Context: an optimization exercise on an open-source flow, tuned for small area and a short achievable clock period. The choices shown serve that exercise and are no tape-out recipe.
At most, simulation tests tie the RTL to the original design; equivalence was not proved.
The RTL of run 5 was laid out without a check of its function.
Power figures rest on the tool's default switching activity, not on a simulated workload.

<file path="flow/config.mk">
export PLATFORM = sky130hd
export DESIGN_NAME = trace_top
export DESIGN_NICKNAME = trace_top
export VERILOG_FILES = /design/flow/design.v
export SDC_FILE = /design/flow/constraint.sdc
export NUM_CORES = 4
export LEC_CHECK = 0
export CAP_MARGIN = 20
export CORE_MARGIN = 2
export CORE_UTILIZATION = 60
export CTS_BUF_LIST = sky130_fd_sc_hd__clkbuf_16
export CTS_CLUSTER_DIAMETER = 80
export CTS_CLUSTER_SIZE = 25
export SETUP_SLACK_MARGIN = 1.6
export SLEW_MARGIN = 20
</file>
<file path="flow/constraint.sdc">
create_clock -name core_clock -period 4.0 [get_ports {fe_clk}]
set_input_delay 0.8000 -clock core_clock [delete_from_list [all_inputs] [get_ports {fe_clk}]]
set_output_delay 0.8000 -clock core_clock [all_outputs]
set_load 0.01 [all_outputs]
</file>
<file path="flow/design.v">
`default_nettype none
package trace_pkg;
  localparam int num_rules       = 2;
  localparam int buf_bytes       = 4;
  localparam int buf_width       = buf_bytes * 8;
  localparam int fifo_depth      = 16;
  localparam int fifo_addr_width = 4;
  typedef struct packed {
    logic [15-num_rules-8:0] pad;    
    logic [num_rules-1:0]    rules;
    logic [7:0]              stamp;
  } event_t;
  localparam logic [7:0] reg_ctrl         = 8'h00;
  localparam logic [7:0] reg_rule_en      = 8'h01;
  localparam logic [7:0] reg_trig_en      = 8'h02;
  localparam logic [7:0] reg_trig_delay   = 8'h03;
  localparam logic [7:0] reg_trig_width   = 8'h04;
  localparam logic [7:0] reg_status       = 8'h05;
  localparam logic [7:0] reg_fifo_lo      = 8'h06;
  localparam logic [7:0] reg_fifo_hi      = 8'h07;
  localparam logic [7:0] reg_count0       = 8'h08;
  localparam logic [7:0] reg_count1       = 8'h09;
  localparam logic [7:0] reg_pattern_base = 8'h10;    
  localparam logic [7:0] reg_mask_base    = 8'h20;    
  localparam logic [1:0] trig_idle  = 2'd0;
  localparam logic [1:0] trig_wait  = 2'd1;
  localparam logic [1:0] trig_pulse = 2'd2;
endpackage
`default_nettype wire
`timescale 1ns/1ps
`default_nettype none
module trace_top (
  input  logic       fe_clk,
  input  logic       reset,
  input  logic [7:0] reg_addr,
  input  logic [7:0] reg_wdata,
  input  logic       reg_write,
  input  logic       reg_read,
  output logic [7:0] reg_rdata,
  input  logic [7:0] trace_data,
  input  logic       trace_valid,
  output logic       capturing,
  output logic       trig_out
);
  function automatic [7:0] inc8(input [7:0] q, input en);
    integer i;
    for (i = 0; i < 8; i = i + 1)
      inc8[i] = q[i] ^ (en & (&(q | ~((8'd1 << i) - 8'd1))));
  endfunction
  function automatic [7:0] dec8(input [7:0] q);
    integer i;
    for (i = 0; i < 8; i = i + 1)
      dec8[i] = q[i] ^ (&(~q | ~((8'd1 << i) - 8'd1)));
  endfunction
  function automatic [3:0] inc4(input [3:0] q, input en);
    integer i;
    for (i = 0; i < 4; i = i + 1)
      inc4[i] = q[i] ^ (en & (&(q | ~((4'd1 << i) - 4'd1))));
  endfunction
  logic page0;
  logic hi0, hi1, hi2, hi4;    
  assign page0 = (reg_addr[7:6] == 2'b00);
  assign hi0   = (reg_addr[7:3] == 5'b00000);
  assign hi1   = (reg_addr[7:3] == 5'b00001);
  assign hi2   = (reg_addr[7:3] == 5'b00010);
  assign hi4   = (reg_addr[7:3] == 5'b00100);
  logic [7:0] lo;              
  always_comb
    for (int i = 0; i < 8; i++)
      lo[i] = (reg_addr[2:0] == i[2:0]);
  logic [7:0] wd;
  assign wd = reg_wdata & {8{~reset}};
  logic wr0, wrp, wrm;
  assign wr0 = reg_write & hi0;
  assign wrp = reg_write & hi2;
  assign wrm = reg_write & hi4;
  logic [31:0] pat0, pat1, msk0, msk1;
  logic [1:0]  rule_en, trig_en;
  logic [7:0]  trig_delay, trig_width;
  logic        armed, arm_pulse;
  always_ff @(posedge fe_clk) begin
    for (int b = 0; b < 4; b++) begin
      if (reset | (wrp & lo[b]))     pat0[8*b +: 8] <= wd;
      if (reset | (wrp & lo[b+4]))   pat1[8*b +: 8] <= wd;
      if (reset | (wrm & lo[b]))     msk0[8*b +: 8] <= wd;
      if (reset | (wrm & lo[b+4]))   msk1[8*b +: 8] <= wd;
    end
    if (reset | (wr0 & lo[0])) armed      <= wd[0];
    if (reset | (wr0 & lo[1])) rule_en    <= wd[1:0];
    if (reset | (wr0 & lo[2])) trig_en    <= wd[1:0];
    if (reset | (wr0 & lo[3])) trig_delay <= wd;
    if (reset | (wr0 & lo[4])) trig_width <= wd;
    arm_pulse <= wr0 & lo[0] & wd[0];
  end
  assign capturing = armed;
  localparam logic [31:0] INV = 32'hff00ff00;
  logic [31:0] tbq, tbuf;      
  logic        byte_seen;
  logic [1:0]  match, hit;
  assign tbuf = tbq ^ INV;
  always_ff @(posedge fe_clk) begin
    if (reset | trace_valid)
      tbq <= ({tbuf[23:0], trace_data} & {32{~reset}}) ^ INV;
    byte_seen <= trace_valid & ~reset;
    match     <= hit & {2{byte_seen & ~reset}};
  end
  assign hit[0] = rule_en[0] & ~|((tbuf ^ pat0) & msk0);
  assign hit[1] = rule_en[1] & ~|((tbuf ^ pat1) & msk1);
  logic [7:0] cnt0, cnt1;
  always_ff @(posedge fe_clk) begin
    cnt0 <= inc8(cnt0, match[0] & ~&cnt0) & {8{~reset}};
    cnt1 <= inc8(cnt1, match[1] & ~&cnt1) & {8{~reset}};
  end
  logic [7:0] stamp;
  always_ff @(posedge fe_clk)
    stamp <= inc8(stamp, byte_seen) & {8{~(reset | arm_pulse)}};
  logic       ev_write;
  logic [1:0] ev_rules;
  logic [7:0] ev_stamp;
  always_ff @(posedge fe_clk) begin
    ev_write <= armed & (|match) & ~reset;
    ev_rules <= match;
    ev_stamp <= stamp;
  end
  logic [9:0] mem [16];
  logic [3:0] wp, rp;
  logic       empty, full, ovf;
  logic       pop, push;
  logic [9:0] head;
  assign head = mem[rp];
  assign push = ev_write & ~full;
  assign pop  = reg_read & hi0 & lo[7] & ~empty;
  always_ff @(posedge fe_clk) begin
    for (int i = 0; i < 16; i++)
      if (push & (wp == i[3:0]))
        mem[i] <= {ev_rules, ev_stamp};
  end
  logic wp1_eq_rp, rp1_eq_wp;
  assign wp1_eq_rp = (inc4(wp, 1'b1) == rp);
  assign rp1_eq_wp = (inc4(rp, 1'b1) == wp);
  always_ff @(posedge fe_clk) begin
    wp    <= inc4(wp, push) & {4{~reset}};
    rp    <= inc4(rp, pop) & {4{~reset}};
    full  <= ~reset & (full ? ~pop : (push & ~pop & wp1_eq_rp));
    empty <= reset | (empty ? ~push : (pop & ~push & rp1_eq_wp));
    ovf   <= ((ev_write & full) | (ovf & ~arm_pulse)) & ~reset;
  end
  logic       busy;
  logic [7:0] tcnt;
  logic       start, tcnt_zero, tcnt_le1;
  assign start     = ~busy & armed & |(match & trig_en);
  assign tcnt_zero = (tcnt == 8'h00);
  assign tcnt_le1  = (tcnt[7:1] == 7'h00);
  always_ff @(posedge fe_clk) begin
    if (reset) begin
      busy     <= 1'b0;
      trig_out <= 1'b0;
    end else if (!busy) begin
      busy <= start;
    end else if (!trig_out) begin
      if (tcnt_zero) trig_out <= 1'b1;
    end else if (tcnt_le1) begin
      busy     <= 1'b0;
      trig_out <= 1'b0;
    end
  end
  always_ff @(posedge fe_clk) begin
    if (!busy)
      tcnt <= trig_delay;
    else if (!trig_out && tcnt_zero)
      tcnt <= trig_width;
    else
      tcnt <= dec8(tcnt);
  end
  logic [7:0] rd_value, rd_sel;
  always_comb begin
    case (reg_addr[5:0])
      6'h00: rd_sel = {7'b0, armed};
      6'h01: rd_sel = {6'b0, rule_en};
      6'h02: rd_sel = {6'b0, trig_en};
      6'h03: rd_sel = trig_delay;
      6'h04: rd_sel = trig_width;
      6'h05: rd_sel = {4'b0, busy, ovf, full, empty};
      6'h06: rd_sel = empty ? 8'h00 : head[7:0];
      6'h07: rd_sel = empty ? 8'h00 : {6'b0, head[9:8]};
      6'h08: rd_sel = cnt0;
      6'h09: rd_sel = cnt1;
      6'h10: rd_sel = pat0[7:0];
      6'h11: rd_sel = pat0[15:8];
      6'h12: rd_sel = pat0[23:16];
      6'h13: rd_sel = pat0[31:24];
      6'h14: rd_sel = pat1[7:0];
      6'h15: rd_sel = pat1[15:8];
      6'h16: rd_sel = pat1[23:16];
      6'h17: rd_sel = pat1[31:24];
      6'h20: rd_sel = msk0[7:0];
      6'h21: rd_sel = msk0[15:8];
      6'h22: rd_sel = msk0[23:16];
      6'h23: rd_sel = msk0[31:24];
      6'h24: rd_sel = msk1[7:0];
      6'h25: rd_sel = msk1[15:8];
      6'h26: rd_sel = msk1[23:16];
      6'h27: rd_sel = msk1[31:24];
      default: rd_sel = 8'h00;
    endcase
    rd_value = rd_sel & {8{page0 & ~reset}};
  end
  always_ff @(posedge fe_clk) begin
    if (reset | reg_read)
      reg_rdata <= rd_value;
  end
endmodule
`default_nettype wire
</file>
<file path="flow/flow/run.sh">
#!/bin/bash
# Standard layout, with the port buffers made from buf_4 cells instead of
# the resizer's default pick.
set -euo pipefail
export BUFFER_PORTS_ARGS="-buffer_cell sky130_fd_sc_hd__buf_4"
bash standard.sh > standard.log 2>&1
</file>
<file path="flow/standard.sh">
#!/bin/bash
# synth_recipe.tcl (not shown) runs the flow's synth.tcl, then flattens the netlist and writes it again
# the make line also repeats each setting of config.mk as NAME=value (left out here)
make -C /OpenROAD-flow-scripts/flow DESIGN_CONFIG=/design/flow/config.mk WORK_HOME=/design/flow/orfs CLKGATE_MAP_FILE= SYNTH_SCRIPT=/design/flow/synth_recipe.tcl "${@:-finish}"
</file>
==> run summary, run 1 <==
kind of start point of the critical path=flip-flop; HP Class=flip-flop to flip-flop; RSZ-0062 raised after global routing=yes; Die Span Y=173 um; clock share of power=0.299; total congestion overflow=0; CTS buffer count=20; Critical Path End Type=flip-flop; Seq/Total Area, Yosys=0.685; CTS Buffer Depth=3; Finished Core Util=0.676; Placement Cell Area=17900 um2; initial antenna violation count=1; 1st-iter DRT viols=1848; CP max-delay cell=dfxtp_4; clk slew on worst S/H paths=0.10 ns; Arr. time, crit path=2.67 ns; Gate Count Post-Synth=1212; smallest hold slack=0.371 ns; CTS sink cnt=409; DRT Wirelength=50000 um; num rows=61; FMAX=420 MHz; Design Power=7.70 mW; Unique masters post-synth=71; I/O pins=39; Post-synth top flop=edfxtp_1; Combinational Power Share=0.059; share of cells above drive strength 1=0.151; pwr dens=409 nW/um2; Net Sw Power=1.80 mW; synthesized cell area=17000 um2; max_slew headroom=0.393; final hold vios=0; IO buf count=38; run status=complete, no violations; drt drc=0; Post-DRT Antenna Nets=0; 1st-pass router iterations=6; htree depth=1; Leak=6.52 nW; clk root buf=clkbuf_16; max-slew violations=0; Synth Warn #=2; Max IR drop VDD=0.441 mV; area share of the largest cell type after synthesis=0.615; CP cell instances=inv_2, ha_4, buf_4, buf_4, a222oi_1, nand2_1, a32oi_2, nand2_2, nand2_2, a31oi_1; sequential power share=0.642; Worst-Margin Slew=0.911 ns; final net count=1321; Final Cycle Share=0.595; Clock Skew=0.0367 ns; vias in the first global route=10601; HPWL Detailed=34100 um; Synthesized Nets=1259; Setup Crit Path Kind=flip-flop to flip-flop; Worst Path Required=4.29 ns; worst skew pair latency=0.58 ns; Filler cells=2048; global-route wire length before repair=72300 um; EDFF count, synth=349; wire per inst=30.0 um; Placer Congestion=0.990; Tot GR Track Use=0.331; Max stage delay on crit path=0.38 ns; final setup vio count=0; Mean Syn Cell Area=14.1 um2; Int Power=5.89 mW; Core ar.=27900 um2; Die Area=29800 um2; commonest non-fill, non-tap cell in the layout=edfxtp_1; via count=11171; TritonCTS clock tree=built; commonest non-fill, non-tap cells in the layout=edfxtp_1, buf_4, nor2_1, a22oi_1, nand2_1; Max-Cap Viols=0; Initial Util=0.612; pin count of the biggest net entering global routing=53; Synth area leader=edfxtp_1; number of synthesized register bits=409; min cycle time layout=2.38 ns; cell area after layout=18800 um2; fraction of registers with async set/reset=0; Area growth syn-to-layout=10.5%; sw frac=0.234; crit path max fanout=9; Chip Width=173 um; Final TNS setup=0 ns; Vias/cell=6.70; Synth area leaders=edfxtp_1, dfxtp_1, a22oi_1
[state kept, by name, indices dropped and copies added (netlist names), 2 cells and up]
register / flops
stamp: 8
pat1: 32
tbq: 32
wp: 4
pat0: 32
tcnt: 8
ev_stamp: 8
rp: 4
cnt1: 8
ev_rules: 2
msk0: 32
rule_en: 2
reg_rdata: 8
match: 2
trig_delay: 8
trig_width: 8
mem: 160
cnt0: 8
msk1: 32
trig_en: 2
[cell usage after synthesis (4+ instances only)]
| cell | count |
|---|---|
| nor2_8 | 4 |
| nor3_1 | 18 |
| buf_2 | 19 |
| nor4_1 | 7 |
| a31oi_1 | 9 |
| o21ai_0 | 21 |
| nand4_1 | 11 |
| nand2b_1 | 20 |
| ha_1 | 18 |
| xnor2_1 | 51 |
| a221oi_1 | 26 |
| a22o_1 | 17 |
| nand3b_1 | 4 |
| nor2b_1 | 25 |
| a21o_1 | 12 |
| buf_4 | 5 |
| mux2i_1 | 12 |
| a31o_2 | 4 |
| a22oi_1 | 85 |
| o21bai_1 | 7 |
| and3_1 | 5 |
| nand2_1 | 68 |
| nor2_1 | 92 |
| edfxtp_1 | 349 |
| dfxtp_1 | 60 |
| mux2_2 | 8 |
| a21oi_1 | 42 |
| clkbuf_1 | 29 |
| xor2_1 | 46 |
| nand3_1 | 25 |
| buf_1 | 5 |
| o211ai_1 | 5 |
| a222oi_1 | 20 |
| nor2_2 | 6 |
| inv_1 | 18 |
[area by class of cell]
cell class | count | area [um2] | area share
Timing Repair Buffer | 98 | 783 | 0.0416
Sequential cell | 409 | 11700 | 0.621
Multi-Input combinational cell | 726 | 5210 | 0.277
Antenna cell | 1 | 2.50 | 0.000133
Clock inverter | 16 | 93.8 | 0.00498
Inverter | 19 | 75.1 | 0.00399
Clock buffer | 20 | 500 | 0.0266
Tap cell | 378 | 473 | 0.0251
[power by group through the flow]
stage | registers (mW) | clock network [mW] | logic [mW]
3_3_place_gp | 5.03 | 0 | 0.427
3_5_place_dp | 5.03 | 0 | 0.429
6_report | 4.94 | 2.30 | 0.450
2_1_floorplan | 4.96 | 0 | 0.263
4_1_cts | 4.93 | 2.31 | 0.436
5_1_grt | 4.95 | 2.46 | 0.477
[per-layer routing]
layer / vias up / track usage / part of all wire
met2: 748 / 0.455 / 0.41
met3: 94 / 0.0842 / 0.13
li1: 4787 / - / -
met4: 2 / 0.0876 / 0.027
met5: - / 0 / 0.00026
met1: 5540 / 0.525 / 0.43
[worst paths after layout]
check | from | to | slack, ns | cells after the start
min | stamp[0] | ev_stamp[0] | 0.37 | 0
max reg2reg | rp[0] | reg_rdata[3] | 1.62 | 10
max | rp[0] | reg_rdata[3] | 1.62 | 10
min reg2reg | stamp[0] | ev_stamp[0] | 0.37 | 0
[critical path: cells and delay by family (launching register included)]
| kind | cells | cell delay, ns |
|---|---|---|
| compound gates | 3 | 0.72 |
| simple gates | 3 | 0.43 |
| flops | 1 | 0.38 |
| buf+inv | 3 | 0.38 |
| fa+ha+maj | 1 | 0.20 |
[metrics by stage]
| step | instances | worst slack, ns |
|---|---|---|
| 3_3_place_gp | 1616 | 0.761 |
| 2_1_floorplan | 1212 | 1.43 |
| 4_1_cts | 1663 | 1.48 |
| 3_5_place_dp | 1616 | 0.760 |
| 5_1_grt | 1666 | 1.56 |
| 6_report | 1667 | 1.62 |
[cell families after synthesis]
group	synth area share
flops	0.685
fa+ha+maj	0.0132
buf+inv	0.0195
compound gates	0.120
xor+xnor	0.0499
simple gates	0.0957
mux	0.0163
[what timing repair did]
action | CTS | global route
hold endpoints to repair | 0 | 0
setup buffers | 11 | 3
gates resized for setup | 28 | 19
endpoints found under the setup margin | 25 | 24
hold buffers | 0 | 0
pin swaps | 6 | 9
==> inputs of run 2 (changes only) <==
--- a/flow/config.mk
+++ b/flow/config.mk
@@ -9,3 +9,3 @@
 export CORE_MARGIN = 2
-export CORE_UTILIZATION = 60
+export CORE_UTILIZATION = 50
 export CTS_BUF_LIST = sky130_fd_sc_hd__clkbuf_16
@@ -13,3 +13,3 @@
 export CTS_CLUSTER_SIZE = 25
-export SETUP_SLACK_MARGIN = 1.6
+export SETUP_SLACK_MARGIN = 1.7
 export SLEW_MARGIN = 20
==> run 2 against run 1 <==
Area after synthesis did not move. Combinational power shrank 0.9%. Critical endpoint is now reg_rdata[2]. Synthesized cell count unchanged. Still clean on timing, DRC and antenna.
==> run summary, run 2 <==
run status=complete, no violations; TritonCTS clock tree=built; Max stage delay on crit path=0.69 ns (+0.31 ns); Clock Skew=0.0246 ns (-0.0121 ns); synthesized cell area=17000 um2 (unchanged); Critical Path End Type=flip-flop; Register Area=11700 um2 (unchanged); Synthesized Nets=1259 (unchanged); worst r2r src=rp[0]; most frequent cell after synthesis=edfxtp_1; Filler cells=2672 (+30%); pin count of the biggest net entering global routing=66 (+25%); pwr dens=421 nW/um2 (+3.1%); HP Start=stamp[0]; max FFs per register=160 (unchanged); Chip Width=189 um (+9.3%); Area growth syn-to-layout=13.9%; min cycle time layout=2.37 ns (-0.0101 ns); ANT cells=0 (-1); 1st-iter DRT viols=1513 (-18%); worst setup path startpoint=reg_addr[0]; commonest non-fill, non-tap cell in the layout=edfxtp_1; total congestion overflow=0 (unchanged); Max IR drop VDD=0.347 mV (-21%); worst skew pair latency=0.56 ns (-0.02 ns); Reg with most FFs=mem; via count=11119 (-0.47%); DRT Wirelength=52800 um (+5.7%); num rows=67 (+9.8%); Worst Path Required=4.36 ns (+0.07 ns); cell area after layout=19400 um2 (+3.0%); vias in the first global route=10486 (-1.1%); Gate Count Post-Synth=1212 (unchanged); FMAX=422 MHz (+0.43%); Net Sw Power=1.98 mW (+9.8%); CP max-delay cell=nor2_1; Final Cycle Share=0.593 (-0.00254); I/O pins=39 (unchanged); final hold vios=0 (unchanged); CP delay by family, top=simple AND/OR/NAND/NOR gates; initial antenna violation count=1 (unchanged); max-slew violations=0 (unchanged); final worst slack=1.63 ns (+0.0101 ns); Unique masters post-synth=71 (unchanged); final setup vio count=0 (unchanged); Setup Crit Path Kind=input pin to flip-flop; Core ar.=33500 um2 (+20%); htree depth=1 (unchanged); dpl ws=0.726 ns (-0.0338 ns); max_slew headroom=0.287 (-0.106); CP cell instances=buf_4, nand2_2, nor2_1, a222oi_1, and3_1, a31oi_1; IO buf count=38 (unchanged); Arr. time, crit path=2.73 ns (+0.06 ns); clk root buf=clkbuf_16; kind of start point of the critical path=input pin; CTS buffer count=24 (+20%); hold buffer count at cts=0 (unchanged); Vias/cell=6.36 (-5.0%); Combinational Power Share=0.055 (-0.004); sw frac=0.242 (+0.00795); commonest non-fill, non-tap cells in the layout=edfxtp_1, nor2_1, buf_4, a22oi_1, nand2_1; number of synthesized register bits=409 (unchanged); Leak=6.67 nW (+2.4%); final net count=1329 (+0.61%); Placement Cell Area=18000 um2 (+0.43%); Buf/Inv on CP=1 (-2); clock share of power=0.339 (+0.040); CTS Buffer Depth=3 (unchanged); Synth area leaders=edfxtp_1, dfxtp_1, a22oi_1; Stages on worst setup path=6 (-4); Commonest cells post-synth=edfxtp_1, nor2_1, a22oi_1, nand2_1, dfxtp_1; wire per inst=30.2 um (+0.82%); area share of the largest cell type after synthesis=0.615 (unchanged); Final TNS setup=0 ns (unchanged); Worst-Margin Slew=1.06 ns (+0.152 ns); global-route wire length before repair=75600 um (+4.5%); 1st-pass router iterations=6 (unchanged); RSZ-0062 raised after global routing=yes; HPWL Detailed=35700 um (+4.6%); Post-DRT Antenna Nets=0 (unchanged); Initial Util=0.508 (-0.104); Die Area=35600 um2 (+20%); crit path max fanout=12 (+3); Placer Congestion=1.01 (+2.2%); clk slew on worst S/H paths=0.09 ns (about the same); Worst R2R Setup Slack=1.63 ns (about the same); Die Span Y=189 um (+9.3%); EDFF count, synth=349 (unchanged); Tot GR Track Use=0.298 (-0.0330); Synth area leader=edfxtp_1; sequential power share=0.607 (-0.035); Mean Syn Cell Area=14.1 um2 (unchanged); fraction of registers with async set/reset=0 (unchanged); Seq/Total Area, Yosys=0.685 (unchanged); worst hold path depth=0 (unchanged); Synth Warn #=2 (unchanged); Max-Cap Viols=0 (unchanged); CTS sink cnt=409 (unchanged); Post-synth top flop=edfxtp_1; Int Power=6.20 mW (+5.1%); drt drc=0 (unchanged); Multi-input gate area=5370 um2 (+2.9%); HP Class=flip-flop to flip-flop; share of cells above drive strength 1=0.184 (+0.0326); R2R depth=10 (unchanged)
==> run 2: cell counts after synthesis <==
No cell type changed its count.
==> run 2: path summary, 6_finish.rpt <==
| path | to |
|---|---|
| worst max register to register | reg_rdata[1] |
| worst min register to register | ev_stamp[0] |
| worst min-delay path | ev_stamp[0] |
| worst max-delay path | reg_rdata[2] |
==> run 2: worst register-to-register path: cells and delay by family, from the launching register on <==
kind	cells	cell delay (ns)
AO/OA/AOI/OAI	6	1.19
adder cells (fa/ha/maj)	1	0.19
flip-flops	1	0.39
buffers and inverters	3	0.31
==> run 2: per-stage QoR <==
step	utilization	std cells	hold WS (ns)	power (mW)
floorplan	-	1212	0.348	5.22
global placement	0.536	1678	0.357	5.48
detailed placement	0.536	1678	0.364	5.48
CTS	0.573	1742	0.378	8.18
global route	0.579	1747	0.389	8.40
finish	0.579	1747	0.376	8.18
==> run 2: kinds of logic after synthesis <==
| kind of cell | synth area share |
|---|---|
| adder cells (fa/ha/maj) | 0.0132 |
| multiplexers | 0.0163 |
| XOR/XNOR | 0.0499 |
| flip-flops | 0.685 |
| AND/OR/NAND/NOR | 0.0957 |
| buffers and inverters | 0.0195 |
| AO/OA/AOI/OAI | 0.120 |
==> run 2: power by group through the flow <==
| stage | logic, mW | clock network [mW] | registers, mW |
|---|---|---|---|
| global route | 0.476 | 2.96 | 4.97 |
| CTS | 0.435 | 2.80 | 4.95 |
| detailed placement | 0.427 | 0 | 5.05 |
| finish | 0.446 | 2.77 | 4.96 |
| floorplan | 0.265 | 0 | 4.96 |
| global placement | 0.428 | 0 | 5.05 |
==> run 2: layout make-up <==
type,instances,share of cell area
clock buffer,26,0.0335
clock inverter,17,0.00838
inverter,19,0.00393
multi-input combinational,726,0.276
sequential,409,0.603
tap,448,0.0289
timing repair buffer,102,0.0463
==> run 2: layer usage <==
| layer | routed length, um | GRT usage | vias to the layer above |
|---|---|---|---|
| met5 | 0 | 0 | - |
| met4 | 1030 | 0.0571 | 0 |
| met3 | 6220 | 0.0775 | 67 |
| met2 | 21600 | 0.407 | 658 |
| met1 | 24000 | 0.478 | 5573 |
| li1 | - | - | 4821 |
==> run 2: repair_timing <==
action / 4_1_cts / 5_1_grt
gates cloned: 1 / 0
setup buffers: 20 / 5
pin swaps: 19 / 20
gates resized for setup: 51 / 34
setup endpoints to repair: 45 / 30
==> inputs of run 3 (changes only) <==
--- a/flow/config.mk
+++ b/flow/config.mk
@@ -9,3 +9,3 @@
 export CORE_MARGIN = 2
-export CORE_UTILIZATION = 50
+export CORE_UTILIZATION = 60
 export CTS_BUF_LIST = sky130_fd_sc_hd__clkbuf_16
==> run 3 against run 2 <==
Wire length down 7.3%. Final area down 2.6%. Sequential power about the same. Final cell count down 4.7%. Critical path depth up 2. Register-to-register slack better by 0.02 ns. Critical path type unchanged. Largest cell class unchanged.
==> run summary, run 3 <==
run status=complete, no violations; dpl ws=0.703 ns (-0.0232 ns); synthesized cell area=17000 um2 (unchanged); Unique masters post-synth=71 (unchanged); max-slew violations=0 (unchanged); XOR/XNOR Fraction of Synth Area=0.0499 (unchanged); FMAX=420 MHz (-0.45%); Compound-Gate Fraction of Synth Area=0.120 (unchanged); worst setup path startpoint=reg_addr[1]; Max-Cap Viols=0 (unchanged); Chip Width=173 um (-8.5%); clock share of power=0.293 (-0.046); Die Span Y=173 um (-8.5%); Synthesized Nets=1259 (unchanged); cell area after layout=18900 um2 (-2.6%); Final Cycle Share=0.595 (+0.00266); IO buf count=38 (unchanged); share of cells above drive strength 1=0.159 (-0.0255); 1st-pass router iterations=9 (+3); I/O pins=39 (unchanged); min cycle time layout=2.38 ns (+0.0106 ns); Die Area=29800 um2 (-16%); pwr dens=404 nW/um2 (-4.0%); final worst slack=1.62 ns (-0.0106 ns); Leak=6.52 nW (-2.3%); CTS sink cnt=409 (unchanged); Max stage delay on crit path=0.46 ns (-0.23 ns); Tot GR Track Use=0.329 (+0.0308); fraction of registers with async set/reset=0 (unchanged); post-synthesis adder-cell area fraction=0.0132 (unchanged); crit path max fanout=13 (+1); Post-DRT Antenna Nets=0 (unchanged); num rows=61 (-9.0%); Setup Crit Path Kind=input pin to flip-flop; Placer Congestion=1.02 (+1.1%); hold buffer count at cts=0 (unchanged); Combinational Power Share=0.059 (+0.004); Synth area leader=edfxtp_1; pin count of the biggest net entering global routing=57 (-14%); initial antenna violation count=0 (-1); kind of start point of the critical path=input pin; 1st-iter DRT viols=1708 (+13%); most frequent cell after synthesis=edfxtp_1; Net Sw Power=1.76 mW (-11%); Area growth syn-to-layout=11.0%; DRT Wirelength=48900 um (-7.3%); Post-synth top flop=edfxtp_1; htree depth=1 (unchanged); Vias/cell=6.73 (+5.7%); EDFF count, synth=349 (unchanged); Crit Reg-Reg Endpoint=reg_rdata[1]; final hold vios=0 (unchanged); M1 GR Usage=0.503 (+0.0244); clk slew on worst S/H paths=0.10 ns (about the same); worst r2r src=rp[1]; Arr. time, crit path=2.63 ns (-0.10 ns); Gate Count Post-Synth=1212 (unchanged); Seq/Total Area, Yosys=0.685 (unchanged); Worst-Margin Slew=1.28 ns (+0.213 ns); commonest non-fill, non-tap cells in the layout=edfxtp_1, nor2_1, buf_4, a22oi_1, nand2_1; Int Power=5.89 mW (-4.9%); CP max-delay cell=nor4_4; sw frac=0.230 (-0.0126); commonest non-fill, non-tap cell in the layout=edfxtp_1; HP Class=flip-flop to flip-flop; via count=11205 (+0.77%); CP most frequent cell=buf_4; clk root buf=clkbuf_16; Commonest cells post-synth=edfxtp_1, nor2_1, a22oi_1, nand2_1, dfxtp_1; wire per inst=29.4 um (-2.7%); Clock Skew=0.0384 ns (+0.0138 ns); CTS buffer count=20 (-17%); R2R depth=9 (-1); TritonCTS clock tree=built; vias in the first global route=10855 (+3.5%); Critical Path End Type=flip-flop; largest family of logic cells by synthesized area=compound AO/OA/AOI/OAI gates; crit path to=reg_rdata[0]; CTS Buffer Depth=3 (unchanged); worst skew pair latency=0.57 ns (about the same); met3 Usage GRT=0.0897 (+0.0122); max_slew headroom=0.144 (-0.143); max FFs per register=160 (unchanged); number of synthesized register bits=409 (unchanged); Final TNS setup=0 ns (unchanged); final setup vio count=0 (unchanged); Synth Warn #=2 (unchanged); global-route wire length before repair=71900 um (-4.9%); RSZ-0062 raised after global routing=yes; Placement Cell Area=17900 um2 (-0.63%); Worst R2R Setup Slack=1.65 ns (+0.02 ns); drt drc=0 (unchanged); area share of the largest cell type after synthesis=0.615 (unchanged); sequential power share=0.648 (+0.041); CP cell instances=buf_4, nand2b_2, buf_4, nor2_1, a22oi_1, nand4_1, nor4_4, a21oi_1; Filler cells=2025 (-24%); worst hold path depth=0 (unchanged); Mean Syn Cell Area=14.1 um2 (unchanged); M2 GR Usage=0.461 (+0.0537); multiplexer share of the synthesized area=0.0163 (unchanged); total congestion overflow=0 (unchanged); GRT busiest layer=met1; Simple-Gate Fraction of Synth Area=0.0957 (unchanged); Worst Path Required=4.25 ns (-0.11 ns); Initial Util=0.612 (+0.104); Max IR drop VDD=0.369 mV (+6.4%); HPWL Detailed=33800 um (-5.3%); final net count=1320 (-0.68%); Reg with most FFs=mem; Core ar.=27900 um2 (-17%); Synth area leaders=edfxtp_1, dfxtp_1, a22oi_1; ANT cells=0 (unchanged)
## run 3: cell count changes in the layout (fill, tap and decap cells not counted), moves of 5 or more
| cell | change |
|---|---|
| clkbuf_16 | -6 |
| a22oi_1 | +5 |
| a22oi_2 | -5 |
| buf_12 | -5 |
| inv_1 | +5 |
## run 3: worst min path at each step
stage	start	end	slack (ns)
global route	stamp[1]	ev_stamp[1]	0.40
finish	stamp[0]	ev_stamp[0]	0.38
global placement	stamp[0]	ev_stamp[0]	0.36
detailed placement	stamp[0]	ev_stamp[0]	0.36
floorplan	stamp[0]	ev_stamp[0]	0.35
CTS	stamp[0]	ev_stamp[0]	0.38
## run 3: cell families (layout without fill, tap and decap cells)
group | Yosys count | after routing
flip-flops | 409 | 409
multiplexers | 23 | 23
buffers and inverters | 77 | 152
adder cells (fa/ha/maj) | 18 | 18
AO/OA/AOI/OAI | 277 | 277
XOR/XNOR | 97 | 97
AND/OR/NAND/NOR | 311 | 311
## run 3: cell type report
| type | count | area, um2 | area share |
|---|---|---|---|
| clock buffers | 20 | 500 | 0.0265 |
| clock inverters | 16 | 93.8 | 0.00496 |
| inverters | 19 | 71.3 | 0.00377 |
| multi-input cells | 726 | 5300 | 0.280 |
| flip-flops and latches | 409 | 11700 | 0.618 |
| well taps | 378 | 473 | 0.0250 |
| repair buffers | 97 | 778 | 0.0412 |
## run 3: routing by layer
metal	share of wire	vias to the layer above
met3	0.12	117
met4	0.039	0
met5	0	-
met2	0.41	730
met1	0.42	5568
li1	-	4790
## run 3: stage by stage
step	std cells	hold WS [ns]	power [mW]	util
after floorplan	1212	0.348	5.22	-
after global placement	1608	0.359	5.48	0.641
after detailed placement	1608	0.363	5.47	0.642
after CTS	1661	0.380	7.65	0.674
after global routing	1665	0.398	7.85	0.679
final	1665	0.378	7.65	0.679
## run 3: power by group through the flow
stage	combinational (mW)	clock, mW	sequential (mW)
floorplan	0.265	0	4.96
global placement	0.429	0	5.05
detailed placement	0.430	0	5.04
CTS	0.437	2.28	4.94
global route	0.478	2.41	4.96
finish	0.452	2.24	4.95
## run 3: what timing repair did
action / CTS / global route
endpoints found under the setup margin: 66 / 36
pin swaps: 14 / 24
resized for setup: 42 / 23
cloned: 0 / 0
buffers inserted: 17 / 4
## run 3: worst max-delay path, delay by kind of cell
family / cells / cell delay, ns
AO/OA/AOI/OAI: 2 / 0.33
buffers and inverters: 2 / 0.43
AND/OR/NAND/NOR: 4 / 1.06
==> inputs of run 4 (changes only) <==
==> flow/flow/run.sh (replaced) <==
#!/bin/bash
# Standard layout, with the port buffers made from buf_2 cells instead of
# the resizer's default pick.
set -euo pipefail
export BUFFER_PORTS_ARGS="-buffer_cell sky130_fd_sc_hd__buf_2"
bash standard.sh > standard.log 2>&1
--- a/flow/config.mk
+++ b/flow/config.mk
@@ -9,7 +9,7 @@
 export CORE_MARGIN = 2
-export CORE_UTILIZATION = 60
+export CORE_UTILIZATION = 40
 export CTS_BUF_LIST = sky130_fd_sc_hd__clkbuf_16
-export CTS_CLUSTER_DIAMETER = 80
-export CTS_CLUSTER_SIZE = 25
-export SETUP_SLACK_MARGIN = 1.7
+export CTS_CLUSTER_DIAMETER = 60
+export CTS_CLUSTER_SIZE = 20
+export SETUP_SLACK_MARGIN = 1.9
 export SLEW_MARGIN = 20
==> run 4 against run 3 <==
Count of clock-buffer cells in the layout up 18. Still clean on timing, DRC and antenna. Largest cell class unchanged. Setup slack gained 0.047 ns. Maximum frequency grew 2.0%. First-iteration DRC count shrank 4.7%. Combinational power grew 4%. Hold slack lost 0.0048 ns. Clock skew grew 0.0017 ns. Highest routed layer is now met5. Sequential share of layout area is 4.0 points lower. Flip-flop and latch count stayed put. Largest power group unchanged. Clock power rose by 65%. Global-route usage shrank 8.0 points.
==> run summary, run 4 <==
hold buffer count at cts=0 (unchanged); Vias/cell=6.07 (-9.8%); Arr. time, crit path=2.61 ns (-0.02 ns); Die Span Y=210 um (+22%); Final Non-Filler Cells=1878 (+13%); max FFs per register=160 (unchanged); Post-DRT Antenna Nets=0 (unchanged); Max-Cap Viols=0 (unchanged); Seq/Total Area, Yosys=0.685 (unchanged); max-slew violations=0 (unchanged); Worst-Margin Slew=0.980 ns (-0.296 ns); crit path max fanout=11 (-2); wire per inst=29.0 um (-1.3%); Mean Syn Cell Area=14.1 um2 (unchanged); Leak=7.01 nW (+7.6%); FMAX=428 MHz (+2.0%); CTS buffer count=36 (+80%); most frequent cell after synthesis=edfxtp_1; IO buf count=38 (unchanged); Clock Skew=0.0401 ns (+0.00173 ns); Placement Cell Area=18100 um2 (+1.5%); HP Class=flip-flop to flip-flop; Reg with most FFs=mem; CTS sink cnt=409 (unchanged); final worst slack=1.67 ns (+0.0470 ns); DRT Wirelength=54500 um (+11%); CP max-delay cell=dfxtp_4; vias in the first global route=10814 (-0.38%); Design Power=9.13 mW (+19%); commonest non-fill, non-tap cells in the layout=edfxtp_1, nor2_1, a22oi_1, nand2_1, buf_4; Final TNS setup=0 ns (unchanged); final hold vios=0 (unchanged); RSZ-0062 raised after global routing=yes; kind of start point of the critical path=flip-flop; CP cell instances=buf_4, ha_4, buf_6, buf_6, a22oi_1, nand4_1, o211ai_1, a21oi_1, o31ai_2, a21oi_1; Die Area=44300 um2 (+49%); cell area after layout=20200 um2 (+7.0%); 1st-pass router iterations=6 (-3); Setup Crit Path Kind=flip-flop to flip-flop; Initial Util=0.405 (-0.206); pwr dens=451 nW/um2 (+12%); number of synthesized register bits=409 (unchanged); initial antenna violation count=1 (+1); worst skew pair latency=0.58 ns (about the same); clk slew on worst S/H paths=0.09 ns (about the same); dpl ws=0.541 ns (-0.162 ns); drt drc=0 (unchanged); Synth area leaders=edfxtp_1, dfxtp_1, a22oi_1; num rows=75 (+23%); max_slew headroom=0.342 (+0.199); Unique masters post-synth=71 (unchanged); Critical Path End Type=flip-flop; Max IR drop VDD=0.238 mV (-35%); Core ar.=42000 um2 (+51%); Gate Count Post-Synth=1212 (unchanged); ANT cells=0 (unchanged); commonest non-fill, non-tap cell in the layout=edfxtp_1; CP delay by family, top=compound AO/OA/AOI/OAI gates; htree depth=2 (+1); Chip Width=210 um (+22%); final net count=1358 (+2.9%); Max stage delay on crit path=0.38 ns (-0.08 ns); final setup vio count=0 (unchanged); EDFF count, synth=349 (unchanged); CTS Buffer Depth=3 (unchanged); Buf/Inv on CP=3 (+1); HPWL Detailed=36300 um (+7.3%); placed instance count=1771 (+10%); TritonCTS clock tree=built; via count=11401 (+1.7%); area share of the largest cell type after synthesis=0.615 (unchanged); Commonest cells post-synth=edfxtp_1, nor2_1, a22oi_1, nand2_1, dfxtp_1; Synth Warn #=2 (unchanged); Tot GR Track Use=0.249 (-0.0797); Post-synth top flop=edfxtp_1; total congestion overflow=0 (unchanged); min cycle time layout=2.33 ns (-0.0470 ns); Synthesized Nets=1259 (unchanged); I/O pins=39 (unchanged); pin count of the biggest net entering global routing=67 (+18%); Synth area leader=edfxtp_1; share of cells above drive strength 1=0.221 (+0.0626); Worst Path Required=4.28 ns (+0.03 ns); Filler cells=3628 (+79%); Final Cycle Share=0.584 (-0.0117); synthesized cell area=17000 um2 (unchanged); Placer Congestion=0.938 (-8.3%); Area growth syn-to-layout=18.7%; run status=complete, no violations; Finished Core Util=0.481 (-0.198); clk root buf=clkbuf_16; fraction of registers with async set/reset=0 (unchanged); smallest hold slack=0.373 ns (-0.00485 ns); 1st-iter DRT viols=1627 (-4.7%); global-route wire length before repair=78600 um (+9.4%)
[run 4: cell counts after synthesis]
No cell type changed its count.
[run 4: final timing paths]
kind	from	to	slack, ns	depth (start not counted)
worst min-delay path	stamp[0]	ev_stamp[0]	0.37	0
worst max register to register	rp[0]	reg_rdata[0]	1.67	10
worst min register to register	stamp[0]	ev_stamp[0]	0.37	0
worst max-delay path	rp[0]	reg_rdata[0]	1.67	10
[run 4: report_power, final]
| part | leakage, nW | internal (mW) | switching (mW) |
|---|---|---|---|
| clock network | 0.621 | 1.91 | 1.80 |
| registers | 3.80 | 4.78 | 0.177 |
| logic | 2.59 | 0.182 | 0.286 |
[run 4: layer usage]
metal / track usage / share of wire
met2: 0.352 / 0.42
met3: 0.0541 / 0.10
met5: 0 / 0.00024
met1: 0.386 / 0.46
met4: 0.0665 / 0.026
[run 4: kinds of logic (layout without fill, tap and decap cells)]
logic type      Yosys count  count (layout)  share of synthesized area
flops                   409             409                      0.685
fa+ha+maj                18              18                     0.0132
mux                      23              23                     0.0163
xor+xnor                 97              97                     0.0499
buf+inv                  77             204                     0.0195
simple gates            311             311                     0.0957
compound gates          277             277                      0.120
[run 4: layout make-up]
class                           instances  area [um2]  share of cell area
Clock buffer                           38         951              0.0470
Timing Repair Buffer                  119         987              0.0488
Multi-Input combinational cell        726        5540               0.274
Sequential cell                       409       11700               0.578
Tap cell                              539         674              0.0333
Clock inverter                         28         312              0.0154
Inverter                               19        73.8             0.00365
[run 4: timing repair]
item	CTS	global route
gates cloned	1	0
setup buffers	36	4
resized for setup	92	14
pin swaps	38	13
setup endpoints to repair	124	84
==> inputs of run 5 (changes only) <==
--- a/flow/design.v
+++ b/flow/design.v
@@ -116,10 +116,6 @@
     stamp <= inc8(stamp, byte_seen) & {8{~(reset | arm_pulse)}};
-  logic       ev_write;
-  logic [1:0] ev_rules;
-  logic [7:0] ev_stamp;
-  always_ff @(posedge fe_clk) begin
-    ev_write <= armed & (|match) & ~reset;
-    ev_rules <= match;
-    ev_stamp <= stamp;
-  end
+  logic ev_now, ev_write;
+  assign ev_now = armed & (|match);
+  always_ff @(posedge fe_clk)
+    ev_write <= ev_now & ~reset;
   logic [9:0] mem [16];
@@ -132,14 +128,27 @@
   assign pop  = reg_read & hi0 & lo[7] & ~empty;
-  always_ff @(posedge fe_clk) begin
+  logic       af, rp1_eq_wp;
+  logic [3:0] wp_n, rp_n;
+  logic [15:0] wdec, wsel_n;
+  logic       nf_early;
+  assign wp_n      = inc4(wp, push);
+  assign rp_n      = inc4(rp, pop);
+  assign rp1_eq_wp = (inc4(rp, 1'b1) == wp);
+  assign nf_early  = ~full & ~(push & af);
+  always_comb
     for (int i = 0; i < 16; i++)
-      if (push & (wp == i[3:0]))
-        mem[i] <= {ev_rules, ev_stamp};
-  end
-  logic wp1_eq_rp, rp1_eq_wp;
-  assign wp1_eq_rp = (inc4(wp, 1'b1) == rp);
-  assign rp1_eq_wp = (inc4(rp, 1'b1) == wp);
-  always_ff @(posedge fe_clk) begin
-    wp    <= inc4(wp, push) & {4{~reset}};
-    rp    <= inc4(rp, pop) & {4{~reset}};
-    full  <= ~reset & (full ? ~pop : (push & ~pop & wp1_eq_rp));
+      wdec[i] = (wp == i[3:0]);
+  always_comb
+    for (int i = 0; i < 16; i++)
+      wsel_n[i] = push ? wdec[(i + 15) % 16] : wdec[i];
+  always_ff @(posedge fe_clk) begin
+    for (int i = 0; i < 16; i++)
+      if (ev_now & wsel_n[i] & (nf_early | pop))
+        mem[i] <= {match, stamp};
+  end
+  always_ff @(posedge fe_clk)
+    af <= ~reset & (inc4(wp_n, 1'b1) == rp_n);
+  always_ff @(posedge fe_clk) begin
+    wp    <= wp_n & {4{~reset}};
+    rp    <= rp_n & {4{~reset}};
+    full  <= ~reset & (full ? ~pop : (push & ~pop & af));
     empty <= reset | (empty ? ~push : (pop & ~push & rp1_eq_wp));
==> flow/flow/run.sh (replaced) <==
#!/bin/bash
# Standard layout, with the port buffers made from buf_4 cells instead of
# the resizer's default pick.
set -euo pipefail
export BUFFER_PORTS_ARGS="-buffer_cell sky130_fd_sc_hd__buf_4"
bash standard.sh > standard.log 2>&1
--- a/flow/config.mk
+++ b/flow/config.mk
@@ -9,7 +9,7 @@
 export CORE_MARGIN = 2
-export CORE_UTILIZATION = 40
+export CORE_UTILIZATION = 60
 export CTS_BUF_LIST = sky130_fd_sc_hd__clkbuf_16
-export CTS_CLUSTER_DIAMETER = 60
-export CTS_CLUSTER_SIZE = 20
-export SETUP_SLACK_MARGIN = 1.9
+export CTS_CLUSTER_DIAMETER = 80
+export CTS_CLUSTER_SIZE = 25
+export SETUP_SLACK_MARGIN = 1.7
 export SLEW_MARGIN = 20
==> run 5 against run 4 <==
Register-to-register slack got worse by 0.12 ns. Area after synthesis fell by 0.80%. Hold slack improved by 0.11 ns. Synthesized cell count barely moved.
==> run summary, run 5 <==
Net Sw Power=1.75 mW (-23%); max FFs per register=160 (unchanged); placed instance count=1605 (-9.4%); htree depth=1 (-1); Filler cells=1896 (-48%); Max-Cap Viols=0 (unchanged); Final TNS setup=0 ns (unchanged); final hold vios=0 (unchanged); kind of start point of the critical path=flip-flop; Gate Count Post-Synth=1211 (-0.083%); Synth area leaders=edfxtp_1, dfxtp_1, xnor2_1; most frequent cell after synthesis=edfxtp_1; Mean Syn Cell Area=14.0 um2 (-0.72%); vias in the first global route=11087 (+2.5%); Synth area leader=edfxtp_1; number of synthesized register bits=400 (-2.2%); Register Area=11500 um2 (-1.6%); wire per inst=31.3 um (+7.9%); min cycle time layout=2.45 ns (+0.117 ns); clock share of power=0.301 (-0.105); Placer Congestion=0.992 (+5.8%); EDFF count, synth=349 (unchanged); Core ar.=27800 um2 (-34%); Worst-Margin Slew=0.977 ns (-0.00286 ns); initial antenna violation count=0 (-1); Synth Warn #=2 (unchanged); num rows=61 (-19%); area share of the largest cell type after synthesis=0.620 (+0.00496); TritonCTS clock tree=built; Placement Cell Area=17900 um2 (-1.2%); CTS sink cnt=400 (-2.2%); CTS Buffer Depth=3 (unchanged); Seq/Total Area, Yosys=0.680 (-0.00513); final worst slack=1.55 ns (-0.117 ns); final net count=1355 (-0.22%); 1st-pass router iterations=8 (+2); Initial Util=0.608 (+0.203); FMAX=408 MHz (-4.8%); Reg with most FFs=mem; CTS buffer count=20 (-44%); final setup vio count=0 (unchanged); commonest non-fill, non-tap cells in the layout=edfxtp_1, buf_4, nor2_1, nand2_1, xnor2_1; Chip Width=172 um (-18%); Int Power=5.86 mW (-15%); Leak=6.71 nW (-4.3%); Max IR drop VDD=0.469 mV (+97%); crit path max fanout=13 (+2); DRT Wirelength=53300 um (-2.1%); dpl ws=0.637 ns (+0.0967 ns); HP Class=input pin to flip-flop; HPWL Detailed=36200 um (-0.18%); clk root buf=clkbuf_16; max-slew violations=0 (unchanged); Synthesized Nets=1255 (-0.32%); fraction of registers with async set/reset=0 (unchanged); I/O pins=39 (unchanged); IO buf count=38 (unchanged); via count=11741 (+3.0%); pwr dens=384 nW/um2 (-15%); Arr. time, crit path=2.73 ns (+0.12 ns); worst skew pair latency=0.54 ns (-0.04 ns); synthesized cell area=16900 um2 (-0.80%); smallest hold slack=0.480 ns (+0.106 ns); commonest non-fill, non-tap cell in the layout=edfxtp_1; Post-synth top flop=edfxtp_1; Worst Path Required=4.28 ns (about the same); Post-DRT Antenna Nets=0 (unchanged); run status=complete, no violations; Final Cycle Share=0.613 (+0.0294); sw frac=0.230 (-0.0174); sequential power share=0.638 (+0.095); global-route wire length before repair=74700 um (-5.0%); Vias/cell=6.89 (+13%); Area growth syn-to-layout=17.2%; Combinational Power Share=0.061 (+0.010); Die Span Y=172 um (-18%); max_slew headroom=0.348 (+0.00540); Final Non-Filler Cells=1704 (-9.3%); Critical Path End Type=flip-flop; pin count of the biggest net entering global routing=35 (-48%); Die Area=29500 um2 (-33%); Unique masters post-synth=68 (-4.2%); Tot GR Track Use=0.361 (+0.112); cell area after layout=19800 um2 (-2.0%); 1st-iter DRT viols=1915 (+18%); Setup Crit Path Kind=flip-flop to flip-flop; RSZ-0062 raised after global routing=yes; Commonest cells post-synth=edfxtp_1, nor2_1, nand2_1, a22oi_1, xnor2_1; total congestion overflow=0 (unchanged); clk slew on worst S/H paths=0.10 ns (about the same); Clock Skew=0.0225 ns (-0.0176 ns); share of cells above drive strength 1=0.204 (-0.0173); drt drc=0 (unchanged); Multi-input gate area=5700 um2 (+2.9%)
## run 5: cell count changes after synthesis, moves of 5 or more
| cell | previous run | this run |
|---|---|---|
| a221oi_1 | 26 | 42 |
| dfxtp_1 | 60 | 51 |
| nand2_1 | 68 | 56 |
| and3_1 | 5 | 10 |
| a22o_1 | 17 | 35 |
| buf_1 | 5 | 12 |
| clkbuf_1 | 29 | 40 |
| buf_2 | 19 | 5 |
| and4_1 | 0 | 6 |
| a22oi_1 | 85 | 54 |
| nor2b_1 | 25 | 33 |
| buf_4 | 5 | 0 |
| a222oi_1 | 20 | 12 |
| a211oi_1 | 2 | 9 |
## run 5: layout make-up
type                       count  area share
tap                          378      0.0239
clock inverter                15     0.00391
timing repair buffer         135      0.0744
inverter                      15     0.00297
multi-input combinational    739       0.287
sequential                   400       0.581
clock buffer                  21      0.0265
antenna                        1    0.000126
## run 5: cell families (layout without fill, tap and decap cells)
kind of cell | Yosys count | after routing | synth area share
compound gates | 292 | 292 | 0.130
xor+xnor | 100 | 100 | 0.0523
fa+ha+maj | 15 | 15 | 0.0111
buf+inv | 72 | 186 | 0.0164
flops | 400 | 400 | 0.680
mux | 16 | 16 | 0.0113
other cells | 0 | 1 | 0
simple gates | 316 | 316 | 0.0985
## run 5: metrics by stage
step | util | power (mW)
final | 0.713 | 7.60
after global routing | 0.713 | 7.77
after detailed placement | 0.645 | 5.37
after CTS | 0.692 | 7.57
after floorplan | - | 5.13
after global placement | 0.645 | 5.37
## run 5: metal layers
| metal | routed length, um | track usage | vias up |
|---|---|---|---|
| li1 | - | - | 4936 |
| met1 | 18600 | 0.440 | 5727 |
| met2 | 25200 | 0.592 | 833 |
| met3 | 5020 | 0.0664 | 245 |
| met4 | 4470 | 0.245 | 0 |
| met5 | 0 | 0 | - |
## run 5: what timing repair did
action | 4_1_cts | 5_1_grt
cloned | 2 | 6
pin swaps | 22 | 45
setup endpoints to repair | 150 | 189
setup buffers | 33 | 21
hold buffers | 0 | 0
gates resized for setup | 62 | 59
## run 5: critical path, cell delays in order (launching register included)
cell and delay, ns:
dfxtp_4 0.43, inv_4 0.07, ha_4 0.22, buf_4 0.16, buf_6 0.15, a22oi_1 0.18, a21oi_1 0.12, a21oi_2 0.37
nand3_2 0.16, o211ai_1 0.17, a41oi_1 0.15
## run 5: path summary, 6_finish.rpt
path          startpoint           end  slack (ns)  depth (start not counted)
max                rp[0]  reg_rdata[7]        1.55                         10
min          trace_valid     byte_seen        0.48                          2
max reg2reg        rp[0]  reg_rdata[7]        1.55                         10
min reg2reg      tcnt[7]       tcnt[7]        0.52                          2
## run 5: power groups by stage
stage | registers [mW] | logic, mW | clock network, mW
2_1_floorplan | 4.86 | 0.267 | 0
3_3_place_gp | 4.94 | 0.424 | 0
3_5_place_dp | 4.94 | 0.428 | 0
4_1_cts | 4.85 | 0.441 | 2.29
5_1_grt | 4.86 | 0.489 | 2.43
6_report | 4.85 | 0.463 | 2.29
==> inputs of run 6 (changes only) <==
--- a/flow/design.v
+++ b/flow/design.v
@@ -116,39 +116,39 @@
     stamp <= inc8(stamp, byte_seen) & {8{~(reset | arm_pulse)}};
-  logic ev_now, ev_write;
-  assign ev_now = armed & (|match);
-  always_ff @(posedge fe_clk)
-    ev_write <= ev_now & ~reset;
-  logic [9:0] mem [16];
-  logic [3:0] wp, rp;
-  logic       empty, full, ovf;
-  logic       pop, push;
-  logic [9:0] head;
-  assign head = mem[rp];
+  logic       ev_write;
+  logic [1:0] ev_rules;
+  logic [7:0] ev_stamp;
+  always_ff @(posedge fe_clk) begin
+    ev_write <= armed & (|match) & ~reset;
+    ev_rules <= match;
+    ev_stamp <= stamp;
+  end
+  logic [9:0]  mem [16];
+  logic [3:0]  wp;
+  logic [15:0] rsel;           
+  logic [15:0] wdec;           
+  logic        empty, full, ovf;
+  logic        pop, push;
+  logic [9:0]  head;
+  always_comb begin
+    head = '0;
+    for (int i = 0; i < 16; i++) begin
+      wdec[i] = (wp == i[3:0]);
+      head    = head | ({10{rsel[i]}} & mem[i]);
+    end
+  end
   assign push = ev_write & ~full;
   assign pop  = reg_read & hi0 & lo[7] & ~empty;
-  logic       af, rp1_eq_wp;
-  logic [3:0] wp_n, rp_n;
-  logic [15:0] wdec, wsel_n;
-  logic       nf_early;
-  assign wp_n      = inc4(wp, push);
-  assign rp_n      = inc4(rp, pop);
-  assign rp1_eq_wp = (inc4(rp, 1'b1) == wp);
-  assign nf_early  = ~full & ~(push & af);
-  always_comb
+  always_ff @(posedge fe_clk) begin
     for (int i = 0; i < 16; i++)
-      wdec[i] = (wp == i[3:0]);
-  always_comb
-    for (int i = 0; i < 16; i++)
-      wsel_n[i] = push ? wdec[(i + 15) % 16] : wdec[i];
-  always_ff @(posedge fe_clk) begin
-    for (int i = 0; i < 16; i++)
-      if (ev_now & wsel_n[i] & (nf_early | pop))
-        mem[i] <= {match, stamp};
-  end
-  always_ff @(posedge fe_clk)
-    af <= ~reset & (inc4(wp_n, 1'b1) == rp_n);
-  always_ff @(posedge fe_clk) begin
-    wp    <= wp_n & {4{~reset}};
-    rp    <= rp_n & {4{~reset}};
-    full  <= ~reset & (full ? ~pop : (push & ~pop & af));
+      if (push & wdec[i])
+        mem[i] <= {ev_rules, ev_stamp};
+  end
+  logic wp1_eq_rp, rp1_eq_wp;
+  assign wp1_eq_rp = |({wdec[14:0], wdec[15]} & rsel);
+  assign rp1_eq_wp = |({rsel[14:0], rsel[15]} & wdec);
+  always_ff @(posedge fe_clk) begin
+    if (reset | pop)
+      rsel <= reset ? 16'h0001 : {rsel[14:0], rsel[15]};
+    wp    <= inc4(wp, push) & {4{~reset}};
+    full  <= ~reset & (full ? ~pop : (push & ~pop & wp1_eq_rp));
     empty <= reset | (empty ? ~push : (pop & ~push & rp1_eq_wp));
==> run 6 against run 5 <==
Largest cell class unchanged. Largest power group unchanged. Synthesized cell count increased by 4.5%. Total power is 7.0% higher. Flip-flop and latch count up 21. Wire length shrank 0.23%. Still clean. Count of clock-buffer cells in the layout rose by 1. First-iteration DRC count is 2.1% lower. Clock skew is 0.0057 ns higher. Global-route usage shrank 1.1 points. Highest routed layer is now met5.
==> run summary, run 6 <==
Worst R2R Setup Slack=1.76 ns (+0.21 ns); max-slew violations=0 (unchanged); 1st-iter DRT viols=1875 (-2.1%); synthesized cell area=17500 um2 (+3.6%); min cycle time layout=2.26 ns (-0.195 ns); Max stage delay on crit path=0.54 ns (+0.11 ns); Max IR drop VDD=0.436 mV (-7.1%); number of synthesized register bits=421 (+5.3%); max FFs per register=160 (unchanged); post-synthesis adder-cell area fraction=0.00500 (-0.00610); htree depth=1 (unchanged); Seq/Total Area, Yosys=0.690 (+0.00938); drt drc=0 (unchanged); CP max-delay cell=nor4_1; initial antenna violation count=3 (+3); total congestion overflow=0 (unchanged); num rows=62 (+1.6%); worst r2r src=rsel[4]; Synthesized Nets=1302 (+3.7%); Gate Count Post-Synth=1266 (+4.5%); Post-synth top flop=edfxtp_1; Placer Congestion=1.03 (+4.1%); Max-Cap Viols=0 (unchanged); Compound-Gate Fraction of Synth Area=0.0932 (-0.0369); worst skew pair latency=0.56 ns (+0.02 ns); Stages on worst setup path=7 (-3); via count=11943 (+1.7%); Design Power=8.13 mW (+7.0%); pin count of the biggest net entering global routing=68 (+94%); clk root buf=clkbuf_16; EDFF count, synth=365 (+4.6%); share of cells above drive strength 1=0.143 (-0.0610); global-route wire length before repair=77100 um (+3.2%); Final TNS setup=0 ns (unchanged); kind of start point of the critical path=input pin; HP Class=flip-flop to flip-flop; Worst Path Required=4.26 ns (-0.02 ns); Crit Reg-Reg Endpoint=reg_rdata[4]; crit path to=reg_rdata[3]; clk slew on worst S/H paths=0.09 ns (about the same); Synth Warn #=2 (unchanged); Final Cycle Share=0.564 (-0.0488); max_slew headroom=0.196 (-0.152); Commonest cells post-synth=edfxtp_1, nand3_1, dfxtp_1, nand4_1, nor2_1; Vias/cell=6.96 (+1.1%); Buf/Inv on CP=2 (-1); Die Span Y=175 um (+1.8%); commonest non-fill, non-tap cells in the layout=edfxtp_1, nand3_1, buf_4, nand4_1; run status=complete, no violations; CTS sink cnt=421 (+5.3%); Initial Util=0.610 (+0.00179); commonest non-fill, non-tap cell in the layout=edfxtp_1; Reg with most FFs=mem; Tot GR Track Use=0.350 (-0.0113); CP delay by family, top=simple AND/OR/NAND/NOR gates; pwr dens=422 nW/um2 (+9.9%); CP most frequent cell=buf_4; crit path max fanout=32 (+19); fraction of registers with async set/reset=0 (unchanged); worst hold path depth=0 (-2); Die Area=30600 um2 (+3.5%); Final Non-Filler Cells=1715 (+0.65%); Synth area leaders=edfxtp_1, dfxtp_1, nand3_1; I/O pins=39 (unchanged); Post-DRT Antenna Nets=0 (unchanged); RSZ-0062 raised after global routing=yes; final hold vios=0 (unchanged); wire per inst=31.0 um (-0.87%); Simple-Gate Fraction of Synth Area=0.136 (+0.0372); Leak=6.57 nW (-2.1%); multiplexer share of the synthesized area=0.00921 (-0.00211); Arr. time, crit path=2.51 ns (-0.22 ns); area share of the largest cell type after synthesis=0.626 (+0.00577); Critical Path End Type=flip-flop; final setup vio count=0 (unchanged); placed instance count=1642 (+2.3%); 1st-pass router iterations=7 (-1); CTS Buffer Depth=3 (unchanged); FMAX=443 MHz (+8.7%); Chip Width=175 um (+1.8%); IO buf count=38 (unchanged); worst setup path startpoint=reg_addr[2]; Core ar.=28700 um2 (+3.3%); largest family of logic cells by synthesized area=simple AND/OR/NAND/NOR gates; vias in the first global route=11093 (+0.054%); final net count=1352 (-0.22%); most frequent cell after synthesis=edfxtp_1; Synth area leader=edfxtp_1; hold buffer count at cts=0 (unchanged); HPWL Detailed=35900 um (-0.91%); Unique masters post-synth=64 (-5.9%); Setup Crit Path Kind=input pin to flip-flop; Area growth syn-to-layout=10.1%; TritonCTS clock tree=built; CTS buffer count=21 (+5.0%); DRT Wirelength=53200 um (-0.23%); Clock Skew=0.0283 ns (+0.00574 ns); Mean Syn Cell Area=13.8 um2 (-0.88%); XOR/XNOR Fraction of Synth Area=0.0430 (-0.00925); Worst-Margin Slew=1.20 ns (+0.223 ns); R2R depth=6 (-4); ANT cells=0 (-1); CP cell instances=buf_4, nor4bb_4, buf_4, nand3_1, nand4_1, nor4_1, a21oi_1
[run 6: worst min path at each step]
stage,start,endpoint,slack [ns]
floorplan,stamp[6],ev_stamp[6],0.33
global placement,stamp[6],ev_stamp[6],0.34
finish,stamp[6],ev_stamp[6],0.36
global route,stamp[6],ev_stamp[6],0.37
detailed placement,stamp[6],ev_stamp[6],0.35
CTS,stamp[6],ev_stamp[6],0.36
[run 6: area by class of cell]
cell class | count | area, um2
Multi-Input combinational cell | 746 | 5150
Fill cell | 2040 | 9420
Clock buffer | 22 | 551
Tap cell | 384 | 480
Timing Repair Buffer | 110 | 863
Sequential cell | 421 | 12100
Inverter | 16 | 63.8
Clock inverter | 16 | 81.3
[run 6: per-layer routing]
metal | track usage | routed length (um) | up-vias
li1 | - | - | 5021
met1 | 0.551 | 22100 | 5925
met2 | 0.495 | 22300 | 887
met3 | 0.0790 | 7110 | 106
met4 | 0.0892 | 1700 | 4
met5 | 0.0176 | 69 | -
[run 6: logic make-up after synthesis]
| family | after synthesis |
|---|---|
| AOI/OAI and AO/OA | 205 |
| buffers and inverters | 99 |
| muxes | 14 |
| adders and majority gates | 7 |
| DFF | 421 |
| xor gates and xnor gates | 86 |
| and+or+nand+nor | 434 |
[run 6: timing repair]
item / 4_1_cts / 5_1_grt
gates resized for setup: 2 / 12
pin swaps: 1 / 5
buffers inserted: 18 / 17
setup endpoints to repair: 34 / 60
[run 6: where the power goes]
group	total [mW]	leakage, nW	switching, mW	internal (mW)
clock	2.39	0.350	1.37	1.02
sequential	5.15	3.93	0.213	4.94
combinational	0.591	2.28	0.356	0.235
total	8.13	6.57	1.94	6.20
[run 6: stage by stage]
step | instance area [um2] | setup slack [ns] | util | hold WS (ns)
2_1_floorplan | 17500 | 1.72 | - | 0.331
5_1_grt | 19300 | 1.66 | 0.672 | 0.369
3_5_place_dp | 18300 | 1.05 | 0.637 | 0.345
6_report | 19300 | 1.74 | 0.672 | 0.358
3_3_place_gp | 18300 | 1.04 | 0.637 | 0.336
4_1_cts | 19100 | 1.62 | 0.664 | 0.361
==> inputs of run 7 (changes only) <==
--- a/flow/config.mk
+++ b/flow/config.mk
@@ -13,3 +13,3 @@
 export CTS_CLUSTER_SIZE = 25
-export SETUP_SLACK_MARGIN = 1.7
+export SETUP_SLACK_MARGIN = 2.3
 export SLEW_MARGIN = 20
==> run 7 against run 6 <==
Final area is 11% higher. Utilization up 7.2 points. Register-to-register slack improved by 0.12 ns. Still clean on timing, DRC and antenna. Sequential share of layout area shrank 6.0 points. Final cell count grew 4.1%. Via count grew 5.3%. Setup slack gained 0.13 ns. Global-route usage grew 1.2 points.
==> run summary, run 7 <==
CP cell instances=buf_4, buf_6, a22o_1, a221oi_2, nand4_1, a21oi_2, a21oi_1; Die Span Y=175 um (unchanged); commonest non-fill, non-tap cell in the layout=edfxtp_1; Reg with most FFs=mem; total congestion overflow=0 (unchanged); htree depth=1 (unchanged); Worst-Margin Slew=0.687 ns (-0.513 ns); synthesized cell area=17500 um2 (unchanged); Synthesized Nets=1302 (unchanged); Chip Width=175 um (unchanged); Int Power=6.33 mW (+2.1%); Combinational Power Share=0.097 (+0.024); Max-Cap Viols=0 (unchanged); Net Sw Power=2.03 mW (+4.9%); Placer Congestion=0.976 (-5.4%); worst hold path depth=0 (unchanged); Synth area leader=edfxtp_1; worst r2r src=rsel[11]; Worst Path Required=4.29 ns (+0.03 ns); HPWL Detailed=33000 um (-8.0%); HP Start=stamp[6]; clk slew on worst S/H paths=0.10 ns (about the same); Gate Count Post-Synth=1266 (unchanged); clock share of power=0.292 (-0.002); min cycle time layout=2.12 ns (-0.135 ns); Final TNS setup=0 ns (unchanged); number of synthesized register bits=421 (unchanged); vias in the first global route=11566 (+4.3%); CTS Buffer Depth=3 (unchanged); global-route wire length before repair=79400 um (+3.1%); RSZ-0062 raised after global routing=yes; CTS buffer count=21 (unchanged); Area growth syn-to-layout=21.9%; final hold vios=0 (unchanged); Clock Skew=0.0234 ns (-0.00488 ns); max_slew headroom=0.541 (+0.345); max-slew violations=0 (unchanged); Core ar.=28700 um2 (unchanged); via count=12579 (+5.3%); R2R depth=7 (+1); ANT cells=0 (unchanged); commonest non-fill, non-tap cells in the layout=edfxtp_1, nand3_1, buf_4, nand4_1, a22o_1; Final Cycle Share=0.530 (-0.0337); Endpoint, Worst Hold=ev_stamp[6]; hold buffer count at cts=0 (unchanged); Leak=7.33 nW (+12%); wire per inst=31.6 um (+1.7%); sequential power share=0.611 (-0.023); EDFF count, synth=365 (unchanged); Initial Util=0.610 (unchanged); HP Class=flip-flop to flip-flop; Post-DRT Antenna Nets=0 (unchanged); max FFs per register=160 (unchanged); kind of start point of the critical path=flip-flop; Arr. time, crit path=2.42 ns (-0.09 ns); num rows=62 (unchanged); I/O pins=39 (unchanged); 1st-iter DRT viols=2141 (+14%); Synth Warn #=2 (unchanged); DRT Wirelength=56400 um (+5.9%); crit path max fanout=6 (-81%); worst skew pair latency=0.56 ns (about the same); Post-synth top flop=edfxtp_1; final net count=1422 (+5.2%); Max IR drop VDD=0.385 mV (-12%); Critical Path End Type=flip-flop; area share of the largest cell type after synthesis=0.626 (unchanged); Vias/cell=7.05 (+1.2%); IO buf count=38 (unchanged); share of cells above drive strength 1=0.278 (+0.135); FMAX=471 MHz (+6.3%); pin count of the biggest net entering global routing=71 (+4.4%); Crit Reg-Reg Endpoint=reg_rdata[5]; CTS sink cnt=421 (unchanged); Commonest cells post-synth=edfxtp_1, nand3_1, dfxtp_1, nand4_1, nor2_1; worst setup path startpoint=rsel[11]; Die Area=30600 um2 (unchanged); drt drc=0 (unchanged); pwr dens=391 nW/um2 (-7.2%); CP max-delay cell=edfxtp_1; Seq/Total Area, Yosys=0.690 (unchanged); Unique masters post-synth=64 (unchanged); Setup Crit Path Kind=flip-flop to flip-flop; most frequent cell after synthesis=edfxtp_1; final setup vio count=0 (unchanged); TritonCTS clock tree=built; Worst R2R Setup Slack=1.88 ns (+0.12 ns); Synth area leaders=edfxtp_1, dfxtp_1, nand3_1; Tot GR Track Use=0.362 (+0.0118); Mean Syn Cell Area=13.8 um2 (unchanged); run status=complete, no violations; 1st-pass router iterations=10 (+3); initial antenna violation count=0 (-3); Finished Core Util=0.744 (+0.0724); clk root buf=clkbuf_16; sw frac=0.243 (+0.00507); Max stage delay on crit path=0.55 ns (about the same); fraction of registers with async set/reset=0 (unchanged)
-- run 7: cell counts after synthesis --
Identical to the previous run, type by type.
-- run 7: routing by layer --
| metal | part of all wire | vias up | wire length, um | global-route usage |
|---|---|---|---|---|
| met5 | 0 | - | 0 | 0 |
| met4 | 0.034 | 0 | 1930 | 0.103 |
| met3 | 0.15 | 152 | 8300 | 0.117 |
| met2 | 0.42 | 1056 | 23600 | 0.496 |
| met1 | 0.40 | 6178 | 22600 | 0.556 |
| li1 | - | 5193 | - | - |
-- run 7: layout make-up --
type | instances | area (um2)
flip-flops and latches | 421 | 12100
repair inverters | 1 | 8.76
fillers | 1778 | 7350
well taps | 384 | 480
repair buffers | 171 | 1880
inverters | 16 | 72.6
clock buffers | 21 | 526
clock inverters | 17 | 114
multi-input cells | 754 | 6170
-- run 7: power by group through the flow --
| stage | clock [mW] | combinational (mW) | sequential (mW) |
|---|---|---|---|
| final | 2.44 | 0.810 | 5.11 |
| after global routing | 2.59 | 0.837 | 5.12 |
| after CTS | 2.44 | 0.717 | 5.10 |
| after detailed placement | 0 | 0.529 | 5.24 |
| after global placement | 0 | 0.526 | 5.24 |
| after floorplan | 0 | 0.390 | 5.13 |
-- run 7: per-stage QoR --
step                      hold WS [ns]  power [mW]  std cells  cell area, um2  setup WS, ns
final                            0.365        8.36       1785           21400          1.88
after global routing             0.370        8.55       1785           21400          1.84
after CTS                        0.363        8.26       1749           20700          1.95
after floorplan                  0.331        5.52       1266           18200          1.84
after global placement           0.335        5.77       1617           18500          1.11
after detailed placement         0.349        5.77       1617           18500          1.04
-- run 7: worst max-delay path by stage --
stage,end,slack [ns],depth (start not counted)
after floorplan,msk0[0],1.84,4
after global placement,reg_rdata[1],1.11,5
after detailed placement,reg_rdata[1],1.04,5
after CTS,reg_rdata[4],1.95,1
after global routing,reg_rdata[3],1.84,5
final,reg_rdata[5],1.88,7
-- run 7: kinds of logic after synthesis --
logic type                 share of synthesized area
AOI/OAI and AO/OA                             0.0932
xor gates and xnor gates                      0.0430
adders and majority gates                    0.00500
buffers and inverters                         0.0241
DFF                                            0.690
muxes                                        0.00921
and+or+nand+nor                                0.136
-- run 7: critical path: cells and delay by family, from the launching register on --
family | cells | cell delay, ns
flops | 1 | 0.55
compound gates | 4 | 0.69
buf+inv | 2 | 0.34
simple gates | 1 | 0.27
-- run 7: timing repair --
item,CTS,global route
hold endpoints to repair,0,0
buffers inserted,84,31
gates cloned,10,5
gates resized for setup,125,71
pin swaps,57,36
setup endpoints to repair,424,281

Setup slack of run 7, layout unchanged: 1.878 ns with ideal ports, 1.878 ns with driving cells assumed (clock clkbuf_16, inputs buf_2), 1.314 ns with port delays also shifted by the 0.601 ns mid clock arrival.
